Source: an optimization exercise on an open RTL-to-GDS flow (aim: small area, a short achievable clock period and few clock cycles per item). Production flows keep margins and buffers that such runs may drop. At most, simulation tests tie the RTL to the original design; equivalence was not proved. Power is estimated from default activity; no workload was simulated.

==> v5 <==
==> flow/design.v (excerpt) <==
module barrier_basket_payoff (
  input  wire          clk_i,
  input  wire          rst_ni,
  input  wire          cfg_we_i,
  input  wire  [1:0]   cfg_idx_i,
  input  wire  [15:0]  cfg_data_i,
  input  wire          s_axis_tvalid,
  output logic         s_axis_tready,
  input  wire  [127:0] s_axis_tdata,
  input  wire          s_axis_tuser,
  input  wire          s_axis_tlast,
  output logic         m_axis_tvalid,
  input  wire          m_axis_tready,
  output logic [31:0]  m_axis_tdata,
  output logic         m_axis_tuser
);
export LEC_CHECK = 0
export ABC_CLOCK_PERIOD_IN_PS = 2800
export CAP_MARGIN = 20
export CORE_MARGIN = 2
export CORE_UTILIZATION = 55
export SETUP_SLACK_MARGIN = 5
export SLEW_MARGIN = 20
export TNS_END_PERCENT = 100
create_clock -name core_clock -period 8.5 [get_ports {clk_i}]
standard.sh (not shown) runs the stock make flow with config.mk's settings and CLKGATE_MAP_FILE= SYNTH_SCRIPT=/design/flow/synth_recipe.tcl, a recipe that flattens the netlist after the stock synthesis.
==> flow/flow/run.sh <==
#!/bin/bash
set -euo pipefail
bash standard.sh SETUP_SLACK_MARGIN=5.4 finish > std_flow.log 2>&1
==> inputs of v37, as changes to v5 <==
--- a/flow/design.v
+++ b/flow/design.v
@@ -103,13 +103,13 @@
   assign ok_new     = (in_asset == ph1);
   assign ok_old     = ~(pv_q & ~wr) | (pa_q == ph1);
   assign room_res   = res_out ? (pend_q != 2'd2) : (pend_q == 2'd0);
   assign room_nores = res_out | (pend_q != 2'd2);
   always_ff @(posedge clk_i or negedge rst_ni) begin
     if (!rst_ni) begin
-      tready_q <= 1'b1;
+      tready_q <= 1'b0;
       ph_q     <= 4'd0;
       pv_q     <= 1'b0;
       pend_q   <= 2'd0;
     end else begin
       tready_q <= (in_load ? ok_new : ok_old) & (in_res ? room_res : room_nores);
       ph_q     <= ph_q + 4'd1;
@@ -175,34 +175,30 @@
   logic [7:0]  bneg, bone, btwo;
   logic [31:0] x;
   always_ff @(posedge clk_i or negedge rst_ni) begin
     if (!rst_ni) begin
       r1_vl_q  <= 1'b0;
       r1_chk_q <= 1'b0;
-      bneg     <= 8'd0;
-      bone     <= 8'd0;
-      btwo     <= 8'd0;
     end else begin
       r1_vl_q  <= r0_vl_q;
       r1_chk_q <= r0_v_q & r0_ok_q;
-      bneg     <= bneg_d;
-      bone     <= bone_d;
-      btwo     <= btwo_d;
     end
   end
   always_ff @(posedge clk_i) begin
+    bneg     <= bneg_d;
+    bone     <= bone_d;
+    btwo     <= btwo_d;
     x        <= r0_price_q;
     r1_lth_q <= r0_price_q[31:16] <  e_lo[31:16];
     r1_leh_q <= r0_price_q[31:16] <= e_lo[31:16];
     r1_ltl_q <= r0_price_q[15:0]  <  e_lo[15:0];
     r1_gth_q <= r0_price_q[31:16] >  e_hi[31:16];
     r1_geh_q <= r0_price_q[31:16] >= e_hi[31:16];
     r1_gtl_q <= r0_price_q[15:0]  >  e_hi[15:0];
   end
   logic [63:0] mul_a, mul_b, mul_c;
-  logic        brk2;
   logic pp_0_0;
   assign pp_0_0 = ((bone[0] & x[0])) ^ bneg[0];
   logic pp_0_1;
   assign pp_0_1 = ((bone[0] & x[1]) | (btwo[0] & x[0])) ^ bneg[0];
   logic pp_0_2;
   assign pp_0_2 = ((bone[0] & x[2]) | (btwo[0] & x[1])) ^ bneg[0];
@@ -1488,116 +1484,95 @@
   logic hc_186;
   assign hs_186 = pp_6_32 ^ pp_7_30;
   assign hc_186 = pp_6_32 & pp_7_30;
   assign mul_a = {1'b1, 1'b1, 1'b1, 1'b1, 1'b1, 1'b1, 1'b1, 1'b1, 1'b1, 1'b1, 1'b1, 1'b1, 1'b1, 1'b1, 1'b1, 1'b1, pps_7, pp_7_32, pps_6, 1'b1, hc_145, 1'b1, hc_143, fc_141, fc_139, fc_137, fc_135, fc_133, fc_131, fc_129, fc_127, fc_125, fc_123, fc_121, fc_119, fc_117, fc_115, fc_113, fc_111, fc_109, fc_107, fc_105, fc_103, fc_101, fc_99, fc_97, fc_95, fc_93, fc_91, fc_89, fc_87, fc_85, fc_83, hc_81, hc_79, hc_77, hc_76, hs_76, pp_2_1, pp_2_0, pp_0_3, pp_0_2, pp_0_1, pp_0_0};
   assign mul_b = {1'b0, 1'b0, 1'b0, 1'b0, 1'b0, 1'b0, 1'b0, 1'b0, 1'b0, 1'b0, 1'b0, 1'b0, 1'b0, 1'b0, 1'b0, 1'b0, 1'b0, 1'b1, pp_7_31, hs_186, fs_185, fs_184, fs_183, fs_182, fs_181, fs_180, fs_179, fs_178, fs_177, fs_176, fs_175, fs_174, fs_173, fs_172, fs_171, fs_170, fs_169, fs_168, fs_167, fs_166, fs_165, fs_164, fs_163, fs_162, fs_161, fs_160, fs_159, fs_158, fs_157, fs_156, fs_155, fs_154, fs_153, fs_152, fs_151, fs_150, fs_149, fs_148, hs_147, bneg[2], pp_1_1, pp_1_0, 1'b0, bneg[0]};
   assign mul_c = {1'b0, 1'b0, 1'b0, 1'b0, 1'b0, 1'b0, 1'b0, 1'b0, 1'b0, 1'b0, 1'b0, 1'b0, 1'b0, 1'b0, 1'b0, 1'b0, 1'b0, 1'b0, hc_186, fc_185, fc_184, fc_183, fc_182, fc_181, fc_180, fc_179, fc_178, fc_177, fc_176, fc_175, fc_174, fc_173, fc_172, fc_171, fc_170, fc_169, fc_168, fc_167, fc_166, fc_165, fc_164, fc_163, fc_162, fc_161, fc_160, fc_159, fc_158, fc_157, fc_156, fc_155, fc_154, fc_153, fc_152, fc_151, fc_150, fc_149, fc_148, hc_147, hc_146, hs_146, 1'b0, bneg[1], 1'b0, 1'b0};
-  assign brk2 = r1_chk_q & (r1_lth_q | (r1_leh_q & r1_ltl_q) |
-                            r1_gth_q | (r1_geh_q & r1_gtl_q));
   logic        r2_vl_q, r2_brk_q;
   logic [63:0] r2_a_q, r2_b_q, r2_c_q;
   always_ff @(posedge clk_i or negedge rst_ni) begin
     if (!rst_ni) begin
       r2_vl_q  <= 1'b0;
       r2_brk_q <= 1'b0;
     end else begin
       r2_vl_q  <= r1_vl_q;
-      r2_brk_q <= brk2;
+      r2_brk_q <= r1_chk_q & (r1_lth_q | (r1_leh_q & r1_ltl_q) |
+                              r1_gth_q | (r1_geh_q & r1_gtl_q));
     end
   end
   always_ff @(posedge clk_i) begin
     r2_a_q <= mul_a;
     r2_b_q <= mul_b;
     r2_c_q <= mul_c;
   end
-  logic [63:0] p_s, p_c;           
-  logic [31:0] lo_s, lo_c;
-  logic [32:0] lo_sum;
-  logic [31:0] acc_lo_q;
-  logic        acc_brk_q;
+  logic [63:0] p_s, p_c, prod;
+  logic        r2b_vl_q, r2b_brk_q;
+  logic [47:0] r2b_p_q;
   assign p_s  = r2_a_q ^ r2_b_q ^ r2_c_q;
   assign p_c  = {((r2_a_q[62:0] & r2_b_q[62:0]) | (r2_a_q[62:0] & r2_c_q[62:0]) |
                   (r2_b_q[62:0] & r2_c_q[62:0])), 1'b0};
-  assign lo_s = acc_lo_q ^ p_s[31:0] ^ p_c[31:0];
-  assign lo_c = {((acc_lo_q[30:0] & p_s[30:0]) | (acc_lo_q[30:0] & p_c[30:0]) |
-                  (p_s[30:0] & p_c[30:0])), 1'b0};
-  assign lo_sum = {1'b0, lo_s} + {1'b0, lo_c};
-  logic [31:0] hs_q, hc_q;         
-  logic        hy_q, hco_q;        
-  logic        r3_vl_q, r3_brk_q;
+  assign prod = p_s + p_c;
   always_ff @(posedge clk_i or negedge rst_ni) begin
     if (!rst_ni) begin
-      acc_lo_q  <= 32'd0;
-      acc_brk_q <= 1'b0;
-      hs_q      <= 32'd0;
-      hc_q      <= 32'd0;
-      hy_q      <= 1'b0;
-      hco_q     <= 1'b0;
-      r3_vl_q   <= 1'b0;
-      r3_brk_q  <= 1'b0;
+      r2b_vl_q  <= 1'b0;
+      r2b_brk_q <= 1'b0;
     end else begin
-      acc_lo_q  <= r2_vl_q ? 32'd0 : lo_sum[31:0];
-      acc_brk_q <= ~r2_vl_q & (acc_brk_q | r2_brk_q);
-      hs_q      <= p_s[63:32];
-      hc_q      <= p_c[63:32];
-      hy_q      <= (acc_lo_q[31] & p_s[31]) | (acc_lo_q[31] & p_c[31]) | (p_s[31] & p_c[31]);
-      hco_q     <= lo_sum[32];
-      r3_vl_q   <= r2_vl_q;
-      r3_brk_q  <= acc_brk_q | r2_brk_q;
+      r2b_vl_q  <= r2_vl_q;
+      r2b_brk_q <= r2_brk_q;
     end
   end
-  logic [31:0] acc_hi_q, hi_s, hi_c, hi_sum;
-  assign hi_s   = acc_hi_q ^ hs_q ^ hc_q;
-  assign hi_c   = {((acc_hi_q[30:0] & hs_q[30:0]) | (acc_hi_q[30:0] & hc_q[30:0]) |
-                    (hs_q[30:0] & hc_q[30:0])), hy_q};
-  assign hi_sum = hi_s + hi_c + {31'd0, hco_q};
+  always_ff @(posedge clk_i) begin
+    r2b_p_q <= prod[47:0];
+  end
+  logic [2:0] flush_q;
   always_ff @(posedge clk_i or negedge rst_ni) begin
     if (!rst_ni) begin
-      acc_hi_q <= 32'd0;
+      flush_q <= 3'b111;
     end else begin
-      acc_hi_q <= r3_vl_q ? 32'd0 : hi_sum;
+      flush_q <= {flush_q[1:0], 1'b0};
     end
   end
-  logic [19:0] res_lo_q;    
+  logic [63:0] acc_q, acc_d;
+  logic        acc_brk_q;
+  logic [51:0] res_hi_q;    
   logic        res_z_q;     
-  logic [31:0] res_hi_q;    
   logic        res_brk_q;
-  logic [19:0] r3_lo_q;
-  logic        r3_z_q;
-  always_ff @(posedge clk_i) begin
-    r3_lo_q <= lo_sum[31:12];
-    r3_z_q  <= (lo_sum[11:0] == 12'd0);
-    if (r3_vl_q) begin
-      res_lo_q  <= r3_lo_q;
-      res_z_q   <= r3_z_q;
-      res_hi_q  <= hi_sum;
-      res_brk_q <= r3_brk_q;
-    end
-  end
+  assign acc_d = acc_q + {{16{r2b_p_q[47]}}, r2b_p_q};
   always_ff @(posedge clk_i or negedge rst_ni) begin
     if (!rst_ni) begin
-      res_v_q <= 1'b0;
+      acc_q     <= 64'd0;
+      acc_brk_q <= 1'b0;
+      res_v_q   <= 1'b0;
     end else begin
-      res_v_q <= r3_vl_q | (res_v_q & ~out_free);
+      acc_q     <= (r2b_vl_q | flush_q[2]) ? 64'd0 : acc_d;
+      acc_brk_q <= ~r2b_vl_q & (acc_brk_q | r2b_brk_q);
+      res_v_q   <= r2b_vl_q | (res_v_q & ~out_free);
+    end
+  end
+  always_ff @(posedge clk_i) begin
+    if (r2b_vl_q) begin
+      res_hi_q  <= acc_d[63:12];
+      res_z_q   <= (acc_d[11:0] == 12'd0);
+      res_brk_q <= acc_brk_q | r2b_brk_q;
     end
   end
   logic [19:0] u0;
   logic [16:0] d16;
   logic        b, nz, neg, sat;
   logic [31:0] payoff;
   logic [31:0] out_data_q;
   logic        out_ko_q;
-  assign u0  = res_hi_q[31:12];
-  assign d16 = {1'b0, res_hi_q[11:0], res_lo_q[19:16]} - {1'b0, strike_q};
+  assign u0  = res_hi_q[51:32];
+  assign d16 = {1'b0, res_hi_q[31:16]} - {1'b0, strike_q};
   assign b   = d16[16];
   assign neg = b ? ((u0 == 20'd0) | (u0[19] & (u0 != 20'h80000))) : u0[19];
   assign sat = b ? (u0[18:0] != 19'd1) : (u0[18:0] != 19'd0);
   assign nz  = (b ? (u0 != 20'd1) : (u0 != 20'd0)) | (d16[15:0] != 16'd0) |
-               (res_lo_q[15:0] != 16'd0) | ~res_z_q;
+               (res_hi_q[15:0] != 16'd0) | ~res_z_q;
   assign payoff = (res_brk_q | ~nz | neg) ? 32'd0 :
-                  sat ? 32'hFFFF_FFFF : {d16[15:0], res_lo_q[15:0]};
+                  sat ? 32'hFFFF_FFFF : {d16[15:0], res_hi_q[15:0]};
   always_ff @(posedge clk_i or negedge rst_ni) begin
     if (!rst_ni) begin
       out_v_q <= 1'b0;
     end else begin
       out_v_q <= res_v_q | (out_v_q & ~m_axis_tready);
     end
==> flow/flow/run.sh (replaced) <==
#!/bin/bash
set -euo pipefail
bash standard.sh "BUFFER_PORTS_ARGS=-buffer_cell sky130_fd_sc_hd__buf_2" \
  SETUP_SLACK_MARGIN=5.2 finish > std_flow.log 2>&1
==> flow/config.mk (replaced) <==
export PLATFORM = sky130hd
export DESIGN_NAME = barrier_basket_payoff
export DESIGN_NICKNAME = barrier_basket_payoff
export VERILOG_FILES = /design/flow/design.v
export SDC_FILE = /design/flow/constraint.sdc
export NUM_CORES = 4
export LEC_CHECK = 0
export CAP_MARGIN = 20
export CORE_MARGIN = 2
export CORE_UTILIZATION = 55
export CTS_CLUSTER_DIAMETER = 60
export CTS_CLUSTER_SIZE = 30
export SETUP_SLACK_MARGIN = 5
export SLEW_MARGIN = 20
export TNS_END_PERCENT = 100
==> qor summary <==
metric                                              v37        v5
Result of the run      no timing/DRC/antenna violations  no timing/DRC/antenna violations
Clock share of power                              0.350     0.370
Layout overhead on the synthesized area           12.3%     18.5%
Global placement routability congestion           0.899     0.850
Switching power                                 4.78 mW   5.82 mW
Iter 0 DRT Violations                              3488      3531
Crit path largest cell delay                    0.46 ns   0.58 ns
Met2 routed WL                                 86800 um  87100 um
CLK BUF                                             123       278
Compound-gate portion of the synthesized area     0.150     0.141
Nets in the synthesized netlist                    6161      5811
Static Leakage                                  31.1 nW   32.0 nW
Fin cells                                          7378      7193
Routed metal-1 wire length                     78800 um  80400 um
Layout net count                                   6247      6039
Testbench counts of v37, summed over its fixed seeds: cycles 15,480, items 320.
Function not checked in v5: the RTL went through the layout flow alone.

* * *

==> inputs of run B <==
RTL: one of the versions met above, not the one the previous note started from.
==> flow/config.mk <==
export PLATFORM = sky130hd
export DESIGN_NAME = barrier_basket_payoff
export DESIGN_NICKNAME = barrier_basket_payoff
export VERILOG_FILES = /design/flow/design.v
export SDC_FILE = /design/flow/constraint.sdc
export NUM_CORES = 4
export LEC_CHECK = 0
export ABC_AREA = 1
export CAP_MARGIN = 20
export CORE_MARGIN = 2
export CORE_UTILIZATION = 55
export CTS_CLUSTER_DIAMETER = 60
export CTS_CLUSTER_SIZE = 30
export SETUP_SLACK_MARGIN = 5
export SLEW_MARGIN = 20
export TNS_END_PERCENT = 100
==> flow/constraint.sdc <==
create_clock -name core_clock -period 8.5 [get_ports {clk_i}]
set_input_delay 1.7000 -clock core_clock [delete_from_list [all_inputs] [get_ports {clk_i}]]
set_output_delay 1.7000 -clock core_clock [all_outputs]
set_load 0.01 [all_outputs]
==> flow/flow/run.sh <==
#!/bin/bash
set -euo pipefail
bash standard.sh "BUFFER_PORTS_ARGS=-buffer_cell sky130_fd_sc_hd__buf_2" \
  SETUP_SLACK_MARGIN=5.5 finish > std_flow.log 2>&1
==> inputs of run Y, as changes to run B <==
--- a/flow/design.v
+++ b/flow/design.v
@@ -176,19 +176,22 @@
   logic [31:0] x;
   always_ff @(posedge clk_i or negedge rst_ni) begin
     if (!rst_ni) begin
       r1_vl_q  <= 1'b0;
       r1_chk_q <= 1'b0;
+      bneg     <= 8'd0;
+      bone     <= 8'd0;
+      btwo     <= 8'd0;
     end else begin
       r1_vl_q  <= r0_vl_q;
       r1_chk_q <= r0_v_q & r0_ok_q;
+      bneg     <= bneg_d;
+      bone     <= bone_d;
+      btwo     <= btwo_d;
     end
   end
   always_ff @(posedge clk_i) begin
-    bneg     <= bneg_d;
-    bone     <= bone_d;
-    btwo     <= btwo_d;
     x        <= r0_price_q;
     r1_lth_q <= r0_price_q[31:16] <  e_lo[31:16];
     r1_leh_q <= r0_price_q[31:16] <= e_lo[31:16];
     r1_ltl_q <= r0_price_q[15:0]  <  e_lo[15:0];
     r1_gth_q <= r0_price_q[31:16] >  e_hi[31:16];
@@ -1513,24 +1516,15 @@
   assign prod = p_s + p_c;
   always_ff @(posedge clk_i or negedge rst_ni) begin
     if (!rst_ni) begin
       r2b_vl_q  <= 1'b0;
       r2b_brk_q <= 1'b0;
+      r2b_p_q   <= 48'd0;
     end else begin
       r2b_vl_q  <= r2_vl_q;
       r2b_brk_q <= r2_brk_q;
-    end
-  end
-  always_ff @(posedge clk_i) begin
-    r2b_p_q <= prod[47:0];
-  end
-  logic [2:0] flush_q;
-  always_ff @(posedge clk_i or negedge rst_ni) begin
-    if (!rst_ni) begin
-      flush_q <= 3'b111;
-    end else begin
-      flush_q <= {flush_q[1:0], 1'b0};
+      r2b_p_q   <= prod[47:0];
     end
   end
   logic [63:0] acc_q, acc_d;
   logic        acc_brk_q;
   logic [51:0] res_hi_q;    
@@ -1541,11 +1535,11 @@
     if (!rst_ni) begin
       acc_q     <= 64'd0;
       acc_brk_q <= 1'b0;
       res_v_q   <= 1'b0;
     end else begin
-      acc_q     <= (r2b_vl_q | flush_q[2]) ? 64'd0 : acc_d;
+      acc_q     <= r2b_vl_q ? 64'd0 : acc_d;
       acc_brk_q <= ~r2b_vl_q & (acc_brk_q | r2b_brk_q);
       res_v_q   <= r2b_vl_q | (res_v_q & ~out_free);
     end
   end
   always_ff @(posedge clk_i) begin
==> flow/flow/run.sh (replaced) <==
#!/bin/bash
set -euo pipefail
bash standard.sh "BUFFER_PORTS_ARGS=-buffer_cell sky130_fd_sc_hd__buf_2" \
  SETUP_SLACK_MARGIN=5.2 finish > std_flow.log 2>&1
--- a/flow/config.mk
+++ b/flow/config.mk
@@ -3,11 +3,10 @@
 export DESIGN_NICKNAME = barrier_basket_payoff
 export VERILOG_FILES = /design/flow/design.v
 export SDC_FILE = /design/flow/constraint.sdc
 export NUM_CORES = 4
 export LEC_CHECK = 0
-export ABC_AREA = 1
 export CAP_MARGIN = 20
 export CORE_MARGIN = 2
 export CORE_UTILIZATION = 55
 export CTS_CLUSTER_DIAMETER = 60
 export CTS_CLUSTER_SIZE = 30
==> inputs of run F, as changes to run B <==
--- a/flow/design.v
+++ b/flow/design.v
@@ -74,10 +74,11 @@
   logic        pv_q;
   logic [3:0]  pa_q;
   logic [79:0] pd_q;
   logic [1:0]  pend_q;
   logic        out_v_q;
+  logic        out_v2_q;   
   logic        res_v_q;
   logic [3:0]  in_asset;
   logic [9:0]  in_step;
   logic        in_take, in_used, in_samp, in_load, in_ok, in_fin, in_res;
   logic        wr, out_free, res_out;
@@ -91,12 +92,12 @@
   assign in_load  = in_take & ~s_axis_tuser;
   assign in_ok    = ~ez_q & (in_step <= em1_q);
   assign in_fin   = ~ez_q & (in_step == em1_q);
   assign in_res   = in_samp & s_axis_tlast;
   assign wr       = pv_q & (pa_q == ph_q);
-  assign out_free = ~out_v_q | m_axis_tready;
-  assign res_out  = out_v_q & m_axis_tready;
+  assign out_free = ~out_v2_q | m_axis_tready;
+  assign res_out  = out_v2_q & m_axis_tready;
   assign pv_n   = in_load | (pv_q & ~wr);
   assign pend_n = pend_q + {1'b0, in_res} - {1'b0, res_out};
   logic [3:0] ph1;
   logic       ok_new, ok_old, room_res, room_nores;
   assign ph1        = ph_q + 4'd1;
@@ -115,12 +116,20 @@
       ph_q     <= ph_q + 4'd1;
       pv_q     <= pv_n;
       pend_q   <= pend_n;
     end
   end
+  logic pen_q;
+  always_ff @(posedge clk_i or negedge rst_ni) begin
+    if (!rst_ni) begin
+      pen_q <= 1'b1;
+    end else begin
+      pen_q <= (in_load ? ok_new : ok_old) & (in_res ? room_res : room_nores);
+    end
+  end
   always_ff @(posedge clk_i) begin
-    if (tready_q) begin
+    if (pen_q) begin
       pa_q <= in_asset;
       pd_q <= s_axis_tdata[125:46];
     end
   end
   assign s_axis_tready = tready_q;
@@ -1575,10 +1584,17 @@
       out_v_q <= 1'b0;
     end else begin
       out_v_q <= res_v_q | (out_v_q & ~m_axis_tready);
     end
   end
+  always_ff @(posedge clk_i or negedge rst_ni) begin
+    if (!rst_ni) begin
+      out_v2_q <= 1'b0;
+    end else begin
+      out_v2_q <= res_v_q | (out_v2_q & ~m_axis_tready);
+    end
+  end
   always_ff @(posedge clk_i) begin
     if (out_free) begin
       out_data_q <= payoff;
       out_ko_q   <= res_brk_q;
     end
==> flow/flow/run.sh (replaced) <==
#!/bin/bash
set -euo pipefail
bash standard.sh "BUFFER_PORTS_ARGS=-buffer_cell sky130_fd_sc_hd__buf_1" \
  SETUP_SLACK_MARGIN=5.35 finish > std_flow.log 2>&1
--- a/flow/config.mk
+++ b/flow/config.mk
@@ -8,9 +8,9 @@
 export ABC_AREA = 1
 export CAP_MARGIN = 20
 export CORE_MARGIN = 2
 export CORE_UTILIZATION = 55
 export CTS_CLUSTER_DIAMETER = 60
-export CTS_CLUSTER_SIZE = 30
+export CTS_CLUSTER_SIZE = 40
 export SETUP_SLACK_MARGIN = 5
 export SLEW_MARGIN = 20
 export TNS_END_PERCENT = 100
==> run summary <==
Fraction of standard cell area in multi-input logic: run B 35.3%; run Y 34.9%; run F 35.0%
Fraction of power consumed by the clock network: run B 34.5%; run Y 34.8%; run F 35.1%
Met3 usage in global routing: run B 4.39%; run Y 3.67%; run F 4.41%
Total standard cell area after synthesis: run B 0.0703 mm²; run Y 0.0674 mm²; run F 0.0700 mm²
Logic pwr share: run B 9.0%; run Y 6.7%; run F 8.1%
Worst Hold Path EP: run B ring_q[563]; run Y ring_q[660]; run F ring_q[298]
Post-place instance area: run B 0.0730 mm²; run Y 0.0697 mm²; run F 0.0724 mm²
Run status: run B no timing/DRC/antenna violations; run Y no timing/DRC/antenna violations; run F no timing/DRC/antenna violations
Slowest cell on the critical path: run B sky130_fd_sc_hd__dfrtp_4; run Y sky130_fd_sc_hd__fa_2; run F sky130_fd_sc_hd__inv_1
Source of the critical timing path: run B tready_q; run Y r2_a_q[11]; run F x[15]
Routability Congestion: run B 0.964; run Y 0.844; run F 0.970
Skew final: run B 0.0632 ns; run Y 0.0517 ns; run F 0.0599 ns
Number of global-route vias before repair: run B 49200; run Y 43800; run F 48900
Mean cell area of the mapped netlist: run B 10.0 µm²; run Y 12.3 µm²; run F 10.1 µm²
Initial standard-cell utilization of the core: run B 55.3%; run Y 55.4%; run F 55.6%
Simple-Gate Fraction of Synth Area: run B 14.0%; run Y 5.50%; run F 13.0%
Testbench counts of run B, summed over its fixed seeds: cycles 15,480, items 320.
Testbench counts of run F, summed over its fixed seeds: cycles 15,480, items 320.
No functional check of the RTL was part of run Y.

what the ideal ports hide:
In the flow no input, the clock included, has a driving cell. The finished layouts below were timed again as built, in two steps. Step 1 sets driving cells, clkbuf_16 on the clock port and buf_2 on the other inputs (assumed; they add their load-dependent delay and slew). Step 2, shift: input delay + t, output delay - t, t = (earliest + latest rising clock arrival at the registers) / 2. This alone moves slack from input paths to output paths. a / b / c = ideal ports / drivers / drivers and shift; a / b = the first two.
run	t, ns	slack for setup (ns)	hold WS [ns]	pins driven straight from the clock port
v5	0.879	4.977 / 4.977 / 4.658	0.327 / 0.327 / 0.327	1
v37	0.822	5.118 / 5.118 / 4.737	0.313 / 0.313 / 0.313	1
run B	0.830	5.279 / 5.198 / 4.948	0.329 / 0.329 / 0.329	1
run Y	0.819	5.083 / 5.083 / 4.760	0.324 / 0.324 / 0.324	1
run F	0.842	5.396 / 5.379 / 4.844	0.339 / 0.339 / 0.339	1
After both steps setup and hold are still met in every run listed. For run F, which loses most, drivers alone change the setup slack by -0.017 ns; drivers and shift together by -0.552 ns.
